This design comes from an exercise in tuning for small area, a short achievable clock period and few clock cycles per item on the open sky130 flow, not from production work. Function was checked by simulation only, so behaviour that the tests miss may differ from the original.

==> run P <==
==> flow/design.v (excerpt) <==
module cosine_vector_similarity #(
  parameter int unsigned MAX_DIM = 4096
) (
  input  logic               clk_i,
  input  logic               rst_ni,
  input  logic               in_valid_i,
  output logic               in_ready_o,
  input  logic signed [15:0] a_elem_i,
  input  logic signed [15:0] b_elem_i,
  input  logic               last_pair_i,
  output logic               out_valid_o,
  input  logic               out_ready_i,
  output logic signed [31:0] similarity_o,
  output logic               zero_norm_o
);
  logic take, handoff, clr;
  logic v0_q, l0_q, v1_q, l1_q;
  logic ps_idle, slot_ok, buf_free;
  cvs_ctrl u_ctrl (
    .clk_i       (clk_i),
    .rst_ni      (rst_ni),
    .in_valid_i  (in_valid_i),
    .last_pair_i (last_pair_i),
    .v0_i        (v0_q),
    .l0_i        (l0_q),
    .v1_i        (v1_q),
    .l1_i        (l1_q),
    .slot_ok_i   (slot_ok),
    .buf_free_i  (buf_free),
    .in_ready_o  (in_ready_o),
    .take_o      (take),
    .handoff_o   (handoff),
    .clr_o       (clr)
  );
  always_ff @(posedge clk_i or negedge rst_ni) begin
    if (!rst_ni) begin
      v0_q <= 1'b0;
      l0_q <= 1'b0;
      v1_q <= 1'b0;
      l1_q <= 1'b0;
    end else begin
      v0_q <= take;
      l0_q <= take & last_pair_i;
      v1_q <= v0_q;
      l1_q <= l0_q;
    end
  end
  logic [15:0] a0_q, b0_q;
  logic [16:0] s0_q;
  always_ff @(posedge clk_i) begin
    a0_q <= take ? a_elem_i : '0;
    b0_q <= take ? b_elem_i : '0;
    s0_q <= take ? ({a_elem_i[15], a_elem_i} + {b_elem_i[15], b_elem_i}) : '0;
  end
  ...
export LEC_CHECK = 0
export CAP_MARGIN = 20
export CORE_MARGIN = 2
export CORE_UTILIZATION = 55
export SLEW_MARGIN = 20
create_clock -name core_clock -period 14.0 [get_ports {clk_i}]
standard.sh (not shown) runs the stock make flow with config.mk's settings and CLKGATE_MAP_FILE= SYNTH_SCRIPT=/design/flow/synth_recipe.tcl, a recipe that flattens the netlist after the stock synthesis.
==> flow/flow/run.sh <==
#!/bin/bash
set -euo pipefail
export SETUP_SLACK_MARGIN=8.5
bash standard.sh > standard.log 2>&1
==> run H (differences from run P) <==
--- a/flow/design.v
+++ b/flow/design.v
@@ -1,39 +1,41 @@
 package cvs_pkg;
   localparam logic [42:0] SUM_CAP = 43'h400_0000_0000;
-  localparam int MUL_STEPS = 22;
+  localparam int MUL_STEPS = 15;
   localparam int DIV_STEPS = 30;
   localparam logic [30:0] ONE_Q30 = 31'h4000_0000;
 endpackage
 module cvs_ctrl (
   input  logic clk_i,
   input  logic rst_ni,
   input  logic in_valid_i,
   input  logic last_pair_i,
+  input  logic vi_i,         
+  input  logic li_i,         
   input  logic v0_i,         
   input  logic l0_i,         
   input  logic v1_i,         
   input  logic l1_i,         
-  input  logic slot_ok_i,    
-  input  logic buf_free_i,   
+  input  logic ps_idle_i,    
+  input  logic ps_free_i,    
   output logic in_ready_o,
   output logic take_o,       
   output logic handoff_o,    
   output logic clr_o         
 );
   logic rdy_q, blk_q, pend_q, rclr_q;
   logic final_avail, last_in_flight, set_blk, clr_blk, blk_n;
   assign in_ready_o     = rdy_q;
   assign take_o         = in_valid_i & rdy_q;
   assign final_avail    = (v1_i & l1_i) | pend_q;
-  assign handoff_o      = final_avail & buf_free_i;
-  assign last_in_flight = (v0_i & l0_i) | (v1_i & l1_i) | pend_q;
-  assign set_blk        = take_o & last_pair_i & !(slot_ok_i & !last_in_flight);
-  assign clr_blk        = handoff_o & !(v0_i & l0_i);
+  assign handoff_o      = final_avail & ps_free_i;
+  assign last_in_flight = (vi_i & li_i) | (v0_i & l0_i) | (v1_i & l1_i) | pend_q;
+  assign set_blk        = take_o & last_pair_i & !(ps_idle_i & !last_in_flight);
+  assign clr_blk        = handoff_o & !(vi_i & li_i) & !(v0_i & l0_i);
   assign blk_n          = set_blk | (blk_q & !clr_blk);
   assign clr_o          = handoff_o | rclr_q;
   always_ff @(posedge clk_i or negedge rst_ni) begin
     if (!rst_ni) begin
       rdy_q   <= 1'b1;
       blk_q   <= 1'b0;
       pend_q  <= 1'b0;
       rclr_q  <= 1'b1;
@@ -486,111 +488,77 @@
   assign t208 = ((x[13] & x[15]) & (x[16] & ~x[12])) | ((x[13] & x[15]) & t156) | ((x[16] & ~x[12]) & t156);
   assign t209 = (x[14] & x[15]) ^ x[15] ^ (x[16] & ~x[13]);
   assign t210 = ((x[14] & x[15]) & x[15]) | ((x[14] & x[15]) & (x[16] & ~x[13])) | (x[15] & (x[16] & ~x[13]));
   logic [32:0] r0, r1;
   assign r0 = {(x[16] & ~x[15]), (x[16] & ~x[14]), t208, t206, t204, t202, t200, t198, t196, t194, t192, t190, t188, t186, t184, t182, t180, t178, t176, t174, t172, t170, t168, t166, t164, t162, t160, t158, x[2], (x[0] & x[2]), (x[0] & x[1]), 1'b0, x[0]};
   assign r1 = {x[16], t210, t209, t207, t205, t203, t201, t199, t197, t195, t193, t191, t189, t187, t185, t183, t181, t179, t177, t175, t173, t171, t169, t167, t165, t163, t161, t159, t157, 1'b0, x[1], 1'b0, 1'b0};
   assign y = r0 + r1;
 endmodule
-module cvs_bk_add #(parameter int W = 88) (
-  input  logic [W-1:0] a, b,
-  input  logic         ci,
-  output logic [W-1:0] y
-);
-  localparam int L = $clog2(W);
-  logic [W-1:0] g [0:2*L];
-  logic [W-1:0] p [0:2*L];
-  logic [W-1:0] g0, p0;
-  assign g0 = a & b;
-  assign p0 = a ^ b;
-  assign g[0] = {g0[W-1:1], g0[0] | (p0[0] & ci)};
-  assign p[0] = p0;
-  genvar l, i;
-  generate
-    for (l = 0; l < L; l++) begin : up
-      for (i = 0; i < W; i++) begin : b
-        if ((i % (2 << l)) == ((2 << l) - 1)) begin : m
-          assign g[l+1][i] = g[l][i] | (p[l][i] & g[l][i - (1 << l)]);
-          assign p[l+1][i] = p[l][i] & p[l][i - (1 << l)];
-        end else begin : k
-          assign g[l+1][i] = g[l][i];
-          assign p[l+1][i] = p[l][i];
-        end
-      end
-    end
-    for (l = L - 2; l >= 0; l--) begin : dn
-      for (i = 0; i < W; i++) begin : b
-        if ((i % (2 << l)) == ((1 << l) - 1) && i >= ((3 << l) - 1)) begin : m
-          assign g[2*L-1-l][i] = g[2*L-2-l][i] | (p[2*L-2-l][i] & g[2*L-2-l][i - (1 << l)]);
-          assign p[2*L-1-l][i] = p[2*L-2-l][i] & p[2*L-2-l][i - (1 << l)];
-        end else begin : k
-          assign g[2*L-1-l][i] = g[2*L-2-l][i];
-          assign p[2*L-1-l][i] = p[2*L-2-l][i];
-        end
-      end
-    end
-  endgenerate
-  logic [W-1:0] c;
-  assign c = {g[2*L-1][W-2:0], ci};
-  assign y = p0 ^ c;
-endmodule
 module cosine_vector_similarity #(
   parameter int unsigned MAX_DIM = 4096
 ) (
   input  logic               clk_i,
   input  logic               rst_ni,
   input  logic               in_valid_i,
   output logic               in_ready_o,
   input  logic signed [15:0] a_elem_i,
   input  logic signed [15:0] b_elem_i,
   input  logic               last_pair_i,
   output logic               out_valid_o,
   input  logic               out_ready_i,
   output logic signed [31:0] similarity_o,
   output logic               zero_norm_o
 );
   logic take, handoff, clr;
-  logic v0_q, l0_q, v1_q, l1_q;
-  logic ps_idle, slot_ok, buf_free;
+  logic vi_q, li_q, v0_q, l0_q, v1_q, l1_q;
+  logic ps_idle, ps_free;
   cvs_ctrl u_ctrl (
     .clk_i       (clk_i),
     .rst_ni      (rst_ni),
     .in_valid_i  (in_valid_i),
     .last_pair_i (last_pair_i),
+    .vi_i        (vi_q),
+    .li_i        (li_q),
     .v0_i        (v0_q),
     .l0_i        (l0_q),
     .v1_i        (v1_q),
     .l1_i        (l1_q),
-    .slot_ok_i   (slot_ok),
-    .buf_free_i  (buf_free),
+    .ps_idle_i   (ps_idle),
+    .ps_free_i   (ps_free),
     .in_ready_o  (in_ready_o),
     .take_o      (take),
     .handoff_o   (handoff),
     .clr_o       (clr)
   );
   always_ff @(posedge clk_i or negedge rst_ni) begin
     if (!rst_ni) begin
+      vi_q <= 1'b0;
+      li_q <= 1'b0;
       v0_q <= 1'b0;
       l0_q <= 1'b0;
       v1_q <= 1'b0;
       l1_q <= 1'b0;
     end else begin
-      v0_q <= take;
-      l0_q <= take & last_pair_i;
+      vi_q <= take;
+      li_q <= take & last_pair_i;
+      v0_q <= vi_q;
+      l0_q <= li_q;
       v1_q <= v0_q;
       l1_q <= l0_q;
     end
   end
-  logic [15:0] a0_q, b0_q;
+  logic [15:0] ai_q, bi_q, a0_q, b0_q;
   logic [16:0] s0_q;
   always_ff @(posedge clk_i) begin
-    a0_q <= take ? a_elem_i : '0;
-    b0_q <= take ? b_elem_i : '0;
-    s0_q <= take ? ({a_elem_i[15], a_elem_i} + {b_elem_i[15], b_elem_i}) : '0;
+    ai_q <= a_elem_i;
+    bi_q <= b_elem_i;
+    a0_q <= vi_q ? ai_q : '0;
+    b0_q <= vi_q ? bi_q : '0;
+    s0_q <= vi_q ? ({ai_q[15], ai_q} + {bi_q[15], bi_q}) : '0;
   end
   logic [30:0] aa_w, bb_w, aa_q, bb_q;
   logic [32:0] ss_w, ss_q;
   logic        nza_q, nzb_q;
   cvs_sq16 u_sqa (.x(a0_q), .y(aa_w));
   cvs_sq16 u_sqb (.x(b0_q), .y(bb_w));
   cvs_sq17 u_sqs (.x(s0_q), .y(ss_w));
   always_ff @(posedge clk_i) begin
@@ -639,122 +607,102 @@
   assign nzb_n = nzb_acc_q | nzb_q;
   always_ff @(posedge clk_i) begin
     dot_q     <= clr ? '0 : dot_n;
     na_q      <= clr ? '0 : na_n;
     nb_q      <= clr ? '0 : nb_n;
     nza_acc_q <= !clr & nza_n;
     nzb_acc_q <= !clr & nzb_n;
   end
-  logic [43:0] xd_q;
-  logic [42:0] xa_q, xb_q;
-  logic        xzn_q, xfull_q;
-  logic        ps_load;
-  assign slot_ok  = !xfull_q | ps_idle;
-  assign buf_free = !xfull_q | ps_load;
-  always_ff @(posedge clk_i or negedge rst_ni) begin
-    if (!rst_ni) begin
-      xfull_q <= 1'b0;
-    end else if (handoff) begin
-      xfull_q <= 1'b1;
-    end else if (ps_load) begin
-      xfull_q <= 1'b0;
-    end
-  end
-  always_ff @(posedge clk_i) begin
-    if (handoff) begin
-      xd_q  <= dot_n;
-      xa_q  <= na_n;
-      xb_q  <= nb_n;
-      xzn_q <= !(nza_n & nzb_n);
-    end
-  end
   localparam logic [1:0] PS_IDLE = 2'd0, PS_BUSY = 2'd1, PS_DONE = 2'd2;
   logic [1:0]  ps_st_q;
   logic [4:0]  pcnt_q;
   logic [42:0] ma_q, hp_q, hn_q;
-  logic [43:0] lb_q;               
-  logic [42:0] mu_q;               
-  logic [43:0] lu_q;               
+  logic [44:0] lb_q;               
+  logic [43:0] mu_q;               
+  logic [44:0] lu_q;               
   logic        pneg_q, pzn_q;
-  logic        plo_ge_q;           
   logic        ds_take;
   logic [43:0] u_abs;
-  logic [44:0] sp_w, sn_w;
-  assign u_abs = xd_q[43] ? (~xd_q + 44'd1) : xd_q;
-  assign sp_w  = {2'b00, hp_q} + (lb_q[0] ? {2'b00, ma_q} : 45'd0)
-               + (lb_q[1] ? {1'b0, ma_q, 1'b0} : 45'd0);
-  assign sn_w  = {2'b00, hn_q} + (lu_q[0] ? {2'b00, mu_q} : 45'd0)
-               + (lu_q[1] ? {1'b0, mu_q, 1'b0} : 45'd0);
+  logic [45:0] sp_w, sn_w;
+  assign u_abs = mu_q[43] ? (~mu_q + 44'd1) : mu_q;
+  assign sp_w  = {3'b000, hp_q} + (lb_q[0] ? {3'b000, ma_q} : 46'd0)
+               + (lb_q[1] ? {2'b00, ma_q, 1'b0} : 46'd0)
+               + (lb_q[2] ? {1'b0, ma_q, 2'b00} : 46'd0);
+  assign sn_w  = {3'b000, hn_q} + (lu_q[0] ? {3'b000, mu_q[42:0]} : 46'd0)
+               + (lu_q[1] ? {2'b00, mu_q[42:0], 1'b0} : 46'd0)
+               + (lu_q[2] ? {1'b0, mu_q[42:0], 2'b00} : 46'd0);
   assign ps_idle = (ps_st_q == PS_IDLE);
-  assign ps_load = xfull_q & (ps_idle | ds_take);
+  assign ps_free = ps_idle | ds_take;
   always_ff @(posedge clk_i or negedge rst_ni) begin
     if (!rst_ni) begin
       ps_st_q <= PS_IDLE;
-    end else if (ps_load) begin
+    end else if (handoff) begin
       ps_st_q <= PS_BUSY;
     end else if (ds_take) begin
       ps_st_q <= PS_IDLE;
-    end else if (ps_st_q == PS_BUSY && pcnt_q == 5'(cvs_pkg::MUL_STEPS - 1)) begin
+    end else if (ps_st_q == PS_BUSY && pcnt_q == 5'(cvs_pkg::MUL_STEPS)) begin
       ps_st_q <= PS_DONE;
     end
   end
   always_ff @(posedge clk_i) begin
-    if (ps_load) begin
+    if (handoff) begin
       pcnt_q <= '0;
-      ma_q   <= xa_q;
-      lb_q   <= {1'b0, xb_q};
-      mu_q   <= u_abs[42:0];
-      lu_q   <= u_abs;
+      ma_q   <= na_n;
+      lb_q   <= {2'b00, nb_n};
+      mu_q   <= dot_n;
       hp_q   <= '0;
       hn_q   <= '0;
-      pneg_q <= xd_q[43];
-      pzn_q  <= xzn_q;
-      plo_ge_q <= 1'b1;
+      pneg_q <= dot_n[43];
+      pzn_q  <= !(nza_n & nzb_n);
     end else if (ps_st_q == PS_BUSY) begin
       pcnt_q <= pcnt_q + 5'd1;
-      plo_ge_q <= (sn_w[1:0] > sp_w[1:0]) | ((sn_w[1:0] == sp_w[1:0]) & plo_ge_q);
-      hp_q   <= sp_w[44:2];
-      lb_q   <= {sp_w[1:0], lb_q[43:2]};
-      hn_q   <= sn_w[44:2];
-      lu_q   <= {sn_w[1:0], lu_q[43:2]};
+      if (pcnt_q == 5'd0) begin
+        mu_q <= u_abs;
+        lu_q <= {1'b0, u_abs};
+      end else begin
+        hp_q <= sp_w[45:3];
+        lb_q <= {sp_w[2:0], lb_q[44:3]};
+        hn_q <= sn_w[45:3];
+        lu_q <= {sn_w[2:0], lu_q[44:3]};
+      end
     end
   end
   logic        dbusy_q, tail_q;
   logic [4:0]  dcnt_q;
   logic [84:0] rem_q, div_q;
   logic [1:0]  qd_q;
   logic [31:0] srem_q;
   logic [29:0] root_q;
   logic        bsat_q, bzn_q, bneg_q;    
   logic        tsat_q, tzn_q, tneg_q;    
   logic        ov_q, zn_q;
   logic [31:0] sim_q;
   logic        out_load, dstep, last_step, n_ge_p;
   logic [84:0] n_full, p_full;
-  assign n_full = {hn_q[40:0], lu_q};
-  assign p_full = {hp_q[40:0], lb_q};
-  assign n_ge_p    = (hn_q[40:0] > hp_q[40:0]) | ((hn_q[40:0] == hp_q[40:0]) & plo_ge_q);
+  assign n_full = {hn_q[39:0], lu_q};
+  assign p_full = {hp_q[39:0], lb_q};
+  assign n_ge_p    = (n_full >= p_full);
   assign dstep     = dbusy_q;
   assign last_step = dbusy_q & (dcnt_q == 5'(cvs_pkg::DIV_STEPS - 1));
   assign ds_take   = (ps_st_q == PS_DONE)
                    & ((!dbusy_q & (!tail_q | !ov_q)) | (last_step & !ov_q));
   assign out_load  = tail_q & (!ov_q | out_ready_i);
   logic [87:0] r4, r4o, pd1, pd2, d1, d2, d3, e3s, e3c;
   logic [1:0]  q_w;
   logic [84:0] rem_n;
   assign r4  = {1'b0, rem_q, 2'b00};
   assign pd1 = {3'b000, div_q};
   assign pd2 = {2'b00, div_q, 1'b0};
-  cvs_bk_add #(.W(88)) u_d1 (.a(r4), .b(~pd1), .ci(1'b1), .y(d1));
-  cvs_bk_add #(.W(88)) u_d2 (.a(r4), .b(~pd2), .ci(1'b1), .y(d2));
+  assign d1  = r4 - pd1;
+  assign d2  = r4 - pd2;
   assign r4o = {r4[87:1], 1'b1};
   assign e3s = r4o ^ ~pd1 ^ ~pd2;
   assign e3c = {((r4o[86:0] & ~pd1[86:0]) | (r4o[86:0] & ~pd2[86:0]) | (~pd1[86:0] & ~pd2[86:0])), 1'b1};
-  cvs_bk_add #(.W(88)) u_d3 (.a(e3s), .b(e3c), .ci(1'b0), .y(d3));
+  assign d3  = e3s + e3c;
   always_comb begin
     if (!d3[87]) begin
       q_w   = 2'd3;
       rem_n = d3[84:0];
     end else if (!d2[87]) begin
       q_w   = 2'd2;
       rem_n = d2[84:0];
     end else if (!d1[87]) begin
- CORE_UTILIZATION: 55 -> 40
==> metrics.md <==
| Metric | Value |
|---|---|
| Status | finished clean |
| Ratio of final minimum period to clock period | 38.0% |
| Combined area of the multi-input logic cells | 49,800 um2 |
| Synthesized area per cell | 9.21 um2 |
| Worst path max stage delay | 0.47 ns |
| Antenna diodes | 2 |
| Share of post-route cells with drive strength above 1 | 5.44% |
| Synth top area share | 19.0% |
| Post-place setup slack | 6.68 ns |
(the above is from run P)
==> metrics.md <==
| Metric | Value |
|---|---|
| Share of post-route cells with drive strength above 1 | 7.24% |
| Ratio of final minimum period to clock period | 38.6% |
| Starting density of the core | 40.3% |
| Die Y-Extent | 456 um |
| Clock buffer depth | 3 |
| Combined area of the multi-input logic cells | 56,400 um2 |
| Core Box Area | 203,000 um2 |
| Status | finished clean |
| Antenna diodes | 1 |
| Post-place setup slack | 7.15 ns |
| Worst path max stage delay | 0.51 ns |
| Synthesized area per cell | 8.49 um2 |
(the above is from run H)
Testbench counts of run P, summed over its fixed seeds: cycles 23,100, items 640.
Testbench counts of run H, summed over its fixed seeds: cycles 24,280, items 640.

## re-timing with driven ports
The results above use ideal ports. As a check the final layouts listed here were re-extracted and re-timed, cells and wires unchanged.
Step 1: set_driving_cell puts a clkbuf_16 on clk_i and a buf_2 on each other input, an assumption about the parent block.
Step 2 times the ports against the registers' clock, not the clock port: input delays grow and output delays shrink by t, the midpoint of the rising clock arrivals with the driver on.
a / b / c = ideal ports / drivers / drivers and shift; a / b = the first two.
run	t, ns	slack for setup (ns)	hold slack, ns	worst setup path at the end	worst slew at a driven data input, ns
run P	0.818	8.683 / 8.683 / 7.972	0.381 / 0.381 / 0.381	input to register	0.06
run H	0.828	8.593 / 8.593 / 8.593	0.379 / 0.379 / 0.379	register to register	0.05
After both steps every run listed still meets setup and hold. The setup slack of run P, which loses most, moves by 0.000 ns with the drivers and by -0.711 ns with both steps.
